From an optimization exercise on the open Yosys and OpenROAD flow, aimed at small area, a short achievable clock period and few clock cycles per item; shortcuts taken in it are not production practice. Only simulation tests tie the RTL to the original design; equivalence was not proved.

==> run Z <==
// word_frequency_table
module word_frequency_table (
  input  logic         clk,
  input  logic         rst,
  input  logic        chars_valid,
  output logic        chars_ready,
  input  logic [7:0]  chars_char_in,
  output logic        results_valid,
  input  logic        results_ready,
  output logic [3:0]  results_slot,
  output logic [15:0] results_frequency,
  output logic        results_is_new,
  output logic        results_dropped,
  output logic        results_truncated,
  output logic        results_too_many
);
==> module wft_ram, before the edit <==
module wft_ram (
  input  logic                                          clk,
  input  logic [wft_pkg::ENTRIES-1:0]                   wr_slot,
  input  logic [wft_pkg::WORD_LEN-1:0]                  wr_pos,
  input  logic [wft_pkg::CODE_W-1:0]                    wr_data,
  input  logic [wft_pkg::WORD_LEN-1:0]                  rd_pos,
  output logic [wft_pkg::ENTRIES*wft_pkg::CODE_W-1:0]   rd_data
);
  localparam int E = wft_pkg::ENTRIES;
  localparam int L = wft_pkg::WORD_LEN;
  localparam int C = wft_pkg::CODE_W;
  logic [E*L*C-1:0] mem;
  logic [E*C-1:0]   rd;
  always_ff @(posedge clk) begin
    for (int e = 0; e < E; e++) begin
      for (int p = 0; p < L; p++) begin
        if (wr_slot[e] && wr_pos[p]) begin
          mem[(e*L+p)*C +: C] <= wr_data;
        end
      end
    end
  end
  always_comb begin
    rd = '0;
    for (int e = 0; e < E; e++) begin
      for (int p = 0; p < L; p++) begin
        rd[e*C +: C] = rd[e*C +: C] | (mem[(e*L+p)*C +: C] & {C{rd_pos[p]}});
      end
    end
  end
  always_ff @(posedge clk) begin
    rd_data <= rd;
  end
endmodule
==> module wft_table, before the edit <==
module wft_table (
  input  logic                       clk,
  input  logic                       rst,
  input  logic                       in_valid,
  input  logic                       in_letter,
  input  logic [wft_pkg::CODE_W-1:0] in_code,
  input  logic [wft_pkg::CODE_W-1:0] in_code_n,
  output logic                       room_next,
  output logic                       results_valid,
  input  logic                       results_ready,
  output logic [wft_pkg::SLOT_W-1:0] results_slot,
  output logic [wft_pkg::FREQ_W-1:0] results_frequency,
  output logic                       results_is_new,
  output logic                       results_dropped,
  output logic                       results_truncated,
  output logic                       results_too_many
);
  localparam int E = wft_pkg::ENTRIES;
  localparam int L = wft_pkg::WORD_LEN;
  logic [L:0]   pos;         
  logic [L:0]   pos_next;
  logic         trunc;       
  logic [E-1:0] match;       
  logic [E-1:0] used;        
  logic [E-1:0] spare;       
  logic         overflow;
  logic [E*wft_pkg::CODE_W-1:0] rd;
  logic [E-1:0] eq;
  logic [E-1:0] hit;
  logic         finish;
  logic         found;
  logic         add;
  logic         drop;
  assign finish = in_valid && !in_letter && !pos[0];
  always_comb begin
    pos_next = pos;
    if (in_valid) begin
      if (in_letter) begin
        pos_next = {pos[L] | pos[L-1], pos[L-2:0], 1'b0};
      end else begin
        pos_next = (L+1)'(1);
      end
    end
  end
  for (genvar e = 0; e < E; e++) begin : g_cmp
    assign eq[e]    = pos[L] || (rd[e*wft_pkg::CODE_W +: wft_pkg::CODE_W] == ~in_code_n);
    assign hit[e]   = used[e] && match[e] && eq[e];
    assign spare[e] = !used[e] && ((e == 0) ? 1'b1 : used[e-1]);
  end
  assign found = |hit;
  assign add   = finish && !found && !used[E-1];
  assign drop  = finish && !found && used[E-1];
  wft_ram u_store (
    .clk     (clk),
    .wr_slot (spare),
    .wr_pos  (pos[L-1:0]),
    .wr_data (in_code),
    .rd_pos  (pos_next[L-1:0]),
    .rd_data (rd)
  );
  logic                       s2_valid;
  logic [E-1:0]               s2_sel;
  logic                       s2_new;
  logic                       s2_drop;
  logic                       s2_trunc;
  logic                       s2_many;
  logic                       s2_go;
  logic [E*wft_pkg::FREQ_W-1:0] cnt;
  logic [wft_pkg::FREQ_W-1:0] cnt_cur;
  logic [wft_pkg::FREQ_W-1:0] cnt_new;
  logic [wft_pkg::SLOT_W-1:0] slot;
  logic                       res_valid;
  logic                       res_valid_next;
  logic                       s2_valid_next;
  assign s2_go = s2_valid && (!res_valid || results_ready);
  always_comb begin
    cnt_cur = '0;
    slot    = '0;
    for (int e = 0; e < E; e++) begin
      cnt_cur = cnt_cur | (cnt[e*wft_pkg::FREQ_W +: wft_pkg::FREQ_W] & {wft_pkg::FREQ_W{s2_sel[e]}});
      slot    = slot | (wft_pkg::SLOT_W'(e) & {wft_pkg::SLOT_W{s2_sel[e]}});
    end
    if (s2_new) begin
      cnt_new = wft_pkg::FREQ_W'(1);
    end else if (&cnt_cur) begin
      cnt_new = cnt_cur;
    end else begin
      cnt_new = cnt_cur + wft_pkg::FREQ_W'(1);
    end
  end
  assign s2_valid_next  = finish || (s2_valid && !s2_go);
  assign res_valid_next = s2_go || (res_valid && !results_ready);
  assign room_next      = !(s2_valid_next && res_valid_next);
  always_ff @(posedge clk) begin
    if (finish) begin
      s2_sel   <= hit | (spare & {E{add}});
      s2_new   <= add;
      s2_drop  <= drop;
      s2_trunc <= trunc;
      s2_many  <= overflow || drop;
    end
    for (int e = 0; e < E; e++) begin
      if (s2_go && s2_sel[e]) begin
        cnt[e*wft_pkg::FREQ_W +: wft_pkg::FREQ_W] <= cnt_new;
      end
    end
    if (s2_go) begin
      results_slot      <= slot;
      results_frequency <= s2_drop ? '0 : cnt_new;
      results_is_new    <= s2_new;
      results_dropped   <= s2_drop;
      results_truncated <= s2_trunc;
      results_too_many  <= s2_many;
    end
  end
  always_ff @(posedge clk) begin
    if (rst) begin
      pos       <= (L+1)'(1);
      trunc     <= 1'b0;
      match     <= '1;
      used      <= '0;
      overflow  <= 1'b0;
      s2_valid  <= 1'b0;
      res_valid <= 1'b0;
    end else begin
      pos       <= pos_next;
      s2_valid  <= s2_valid_next;
      res_valid <= res_valid_next;
      if (in_valid) begin
        if (in_letter) begin
          match <= match & eq;
          trunc <= trunc || pos[L];
        end else begin
          match <= '1;
          trunc <= 1'b0;
        end
      end
      if (add) begin
        used <= {used[E-2:0], 1'b1};
      end
      if (drop) begin
        overflow <= 1'b1;
      end
    end
  end
  assign results_valid = res_valid;
endmodule
Settings: LEC_CHECK=0, CAP_MARGIN=20, CORE_MARGIN=2, CORE_UTILIZATION=55, SETUP_SLACK_MARGIN=3.4, SLEW_MARGIN=20, TNS_END_PERCENT=100; clock period 6.5 ns.
run.sh (not shown) runs the stock make flow with config.mk's settings and CLKGATE_MAP_FILE= SYNTH_SCRIPT=/design/flow/synth_recipe.tcl, a recipe that flattens the netlist after the stock synthesis.
==> inputs of run M, as changes to run Z <==
--- a/flow/design.v
+++ b/flow/design.v
@@ -9,8 +9,8 @@
 endpackage
 module wft_ram (
   input  logic                                          clk,
-  input  logic [wft_pkg::ENTRIES-1:0]                   wr_slot,
-  input  logic [wft_pkg::WORD_LEN-1:0]                  wr_pos,
+  input  logic [wft_pkg::ENTRIES-1:0]                   wr_slot_n,
+  input  logic [wft_pkg::WORD_LEN-1:0]                  wr_pos_n,
   input  logic [wft_pkg::CODE_W-1:0]                    wr_data,
   input  logic [wft_pkg::WORD_LEN-1:0]                  rd_pos,
   output logic [wft_pkg::ENTRIES*wft_pkg::CODE_W-1:0]   rd_data
@@ -23,7 +23,7 @@
   always_ff @(posedge clk) begin
     for (int e = 0; e < E; e++) begin
       for (int p = 0; p < L; p++) begin
-        if (wr_slot[e] && wr_pos[p]) begin
+        if (!(wr_slot_n[e] || wr_pos_n[p])) begin
           mem[(e*L+p)*C +: C] <= wr_data;
         end
       end
@@ -100,6 +100,7 @@
   localparam int E = wft_pkg::ENTRIES;
   localparam int L = wft_pkg::WORD_LEN;
   logic [L:0]   pos;         
+  logic [L:0]   pos_n;       
   logic [L:0]   pos_next;
   logic         trunc;       
   logic [E-1:0] match;       
@@ -113,6 +114,7 @@
   logic         found;
   logic         add;
   logic         drop;
+  assign pos    = ~pos_n;
   assign finish = in_valid && !in_letter && !pos[0];
   always_comb begin
     pos_next = pos;
@@ -134,20 +136,22 @@
   assign drop  = finish && !found && used[E-1];
   wft_ram u_store (
     .clk     (clk),
-    .wr_slot (spare),
-    .wr_pos  (pos[L-1:0]),
+    .wr_slot_n (~spare),
+    .wr_pos_n  (pos_n[L-1:0]),
     .wr_data (in_code),
     .rd_pos  (pos_next[L-1:0]),
     .rd_data (rd)
   );
   logic                       s2_valid;
-  logic [E-1:0]               s2_sel;
+  logic [E-1:0]               s2_hit;
   logic                       s2_new;
   logic                       s2_drop;
   logic                       s2_trunc;
   logic                       s2_many;
   logic                       s2_go;
   logic [E*wft_pkg::FREQ_W-1:0] cnt;
+  logic [E-1:0]               top;
+  logic [E-1:0]               s2_sel;
   logic [wft_pkg::FREQ_W-1:0] cnt_cur;
   logic [wft_pkg::FREQ_W-1:0] cnt_new;
   logic [wft_pkg::SLOT_W-1:0] slot;
@@ -155,27 +159,25 @@
   logic                       res_valid_next;
   logic                       s2_valid_next;
   assign s2_go = s2_valid && (!res_valid || results_ready);
+  for (genvar e = 0; e < E; e++) begin : g_top
+    assign top[e] = used[e] && ((e == E-1) ? 1'b1 : !used[e+1]);
+  end
+  assign s2_sel = s2_hit | (top & {E{s2_new}});
   always_comb begin
     cnt_cur = '0;
     slot    = '0;
     for (int e = 0; e < E; e++) begin
-      cnt_cur = cnt_cur | (cnt[e*wft_pkg::FREQ_W +: wft_pkg::FREQ_W] & {wft_pkg::FREQ_W{s2_sel[e]}});
+      cnt_cur = cnt_cur | (cnt[e*wft_pkg::FREQ_W +: wft_pkg::FREQ_W] & {wft_pkg::FREQ_W{s2_hit[e]}});
       slot    = slot | (wft_pkg::SLOT_W'(e) & {wft_pkg::SLOT_W{s2_sel[e]}});
     end
-    if (s2_new) begin
-      cnt_new = wft_pkg::FREQ_W'(1);
-    end else if (&cnt_cur) begin
-      cnt_new = cnt_cur;
-    end else begin
-      cnt_new = cnt_cur + wft_pkg::FREQ_W'(1);
-    end
+    cnt_new = (&cnt_cur) ? cnt_cur : cnt_cur + wft_pkg::FREQ_W'(1);
   end
   assign s2_valid_next  = finish || (s2_valid && !s2_go);
   assign res_valid_next = s2_go || (res_valid && !results_ready);
   assign room_next      = !(s2_valid_next && res_valid_next);
   always_ff @(posedge clk) begin
     if (finish) begin
-      s2_sel   <= hit | (spare & {E{add}});
+      s2_hit   <= hit;
       s2_new   <= add;
       s2_drop  <= drop;
       s2_trunc <= trunc;
@@ -197,7 +199,7 @@
   end
   always_ff @(posedge clk) begin
     if (rst) begin
-      pos       <= (L+1)'(1);
+      pos_n     <= {{L{1'b1}}, 1'b0};
       trunc     <= 1'b0;
       match     <= '1;
       used      <= '0;
@@ -205,7 +207,7 @@
       s2_valid  <= 1'b0;
       res_valid <= 1'b0;
     end else begin
-      pos       <= pos_next;
+      pos_n     <= ~pos_next;
       s2_valid  <= s2_valid_next;
       res_valid <= res_valid_next;
       if (in_valid) begin
==> flow/flow/run.sh (new file) <==
#!/bin/bash
# The standard layout (standard.sh, the standard flow's own ORFS run), with one change: the
# buffers that buffer_ports puts on every input and output port are buf_4
# cells instead of the default pick (a clkdlybuf4s50_1 delay cell). ORFS
# reads BUFFER_PORTS_ARGS from the environment in global placement.
# make's output goes to standard.log; each ORFS step logs to orfs/logs/.
set -euo pipefail
export BUFFER_PORTS_ARGS="-buffer_cell sky130_fd_sc_hd__buf_4"
bash standard.sh > standard.log 2>&1
==> flow/standard.sh (new file) <==
#!/bin/bash
# synth_recipe.tcl (not shown) runs the flow's synth.tcl, then flattens the netlist and writes it again
# the make line also repeats each setting of config.mk as NAME=value (left out here)
make -C /OpenROAD-flow-scripts/flow DESIGN_CONFIG=/design/flow/config.mk WORK_HOME=/design/flow/orfs CLKGATE_MAP_FILE= SYNTH_SCRIPT=/design/flow/synth_recipe.tcl "${@:-finish}"
CTS_CLUSTER_DIAMETER = 80   (was unset)
CTS_CLUSTER_SIZE = 28   (was unset)
SETUP_SLACK_MARGIN = 3.6   (was 3.4)
removed: flow/run.sh
==> results by group <==
Outcome
  • Outcome: timing/DRC/antenna clean

Setup path
  • Stages on the worst setup path: 7
  • R2r endpoint: u_table.u_store.rd_data[38]
  • R2R depth: 7
  • Critical Path Sink: u_table.u_store.rd_data[38]

Finish
  • Clock network area share: 3.77%
  • Layout Cell Area excl Fill: about 120000 sq um
  • Multi-input gates: 2838

Floorplanning
  • Die H: 452 microns

Clocking
  • Cts repair resizes: 188

Placed design
  • GPL Wtd Cong: ~0.87
Source of the figures above: run M

==> results by group <==
Setup path
  • Critical Path Max Stage Delay: 0.57 ns
  • R2R depth: 9
  • Critical Path Sink: u_table.cnt[25]

Finish
  • Filler cells: 14103
  • Layout Cell Area excl Fill: 126000 sq um
  • Multi-input gates: a little under 3000
  • Clock network area share: under 10%
  • Num sequential: 3023

Placed design
  • GPL Wtd Cong: ~0.86

Outcome
  • Outcome: timing/DRC/antenna clean
Source of the figures above: run Z

Testbench counts of run Z, summed over its fixed seeds: cycles 32,022, items 32,000.
Testbench counts of run M, summed over its fixed seeds: cycles 32,022, items 32,000.

re-timing with driven ports:
The results above use ideal ports. As a check the final layouts listed here were re-extracted and re-timed, cells and wires unchanged. Step 1 assumes that a clkbuf_16 drives the clock port and a buf_2 every other input. Step 2 also shifts input and output timing later by t, the mid clock arrival at the registers, as if the neighbouring blocks saw the same clock. Three values: no drivers, after step 1, after step 2; two values: the first two.
| run | shift t [ns] | setup slack, ns | worst setup path at the end |
|---|---|---|---|
| run Z | 1.048 | 3.280 / 3.280 / 2.495 | input to register |
| run M | 0.920 | 3.536 / 3.536 / 3.426 | input to register |
After both steps every run listed still meets setup and hold. The setup slack of run Z, which loses most, moves by 0.000 ns with the drivers and by -0.785 ns with both steps.
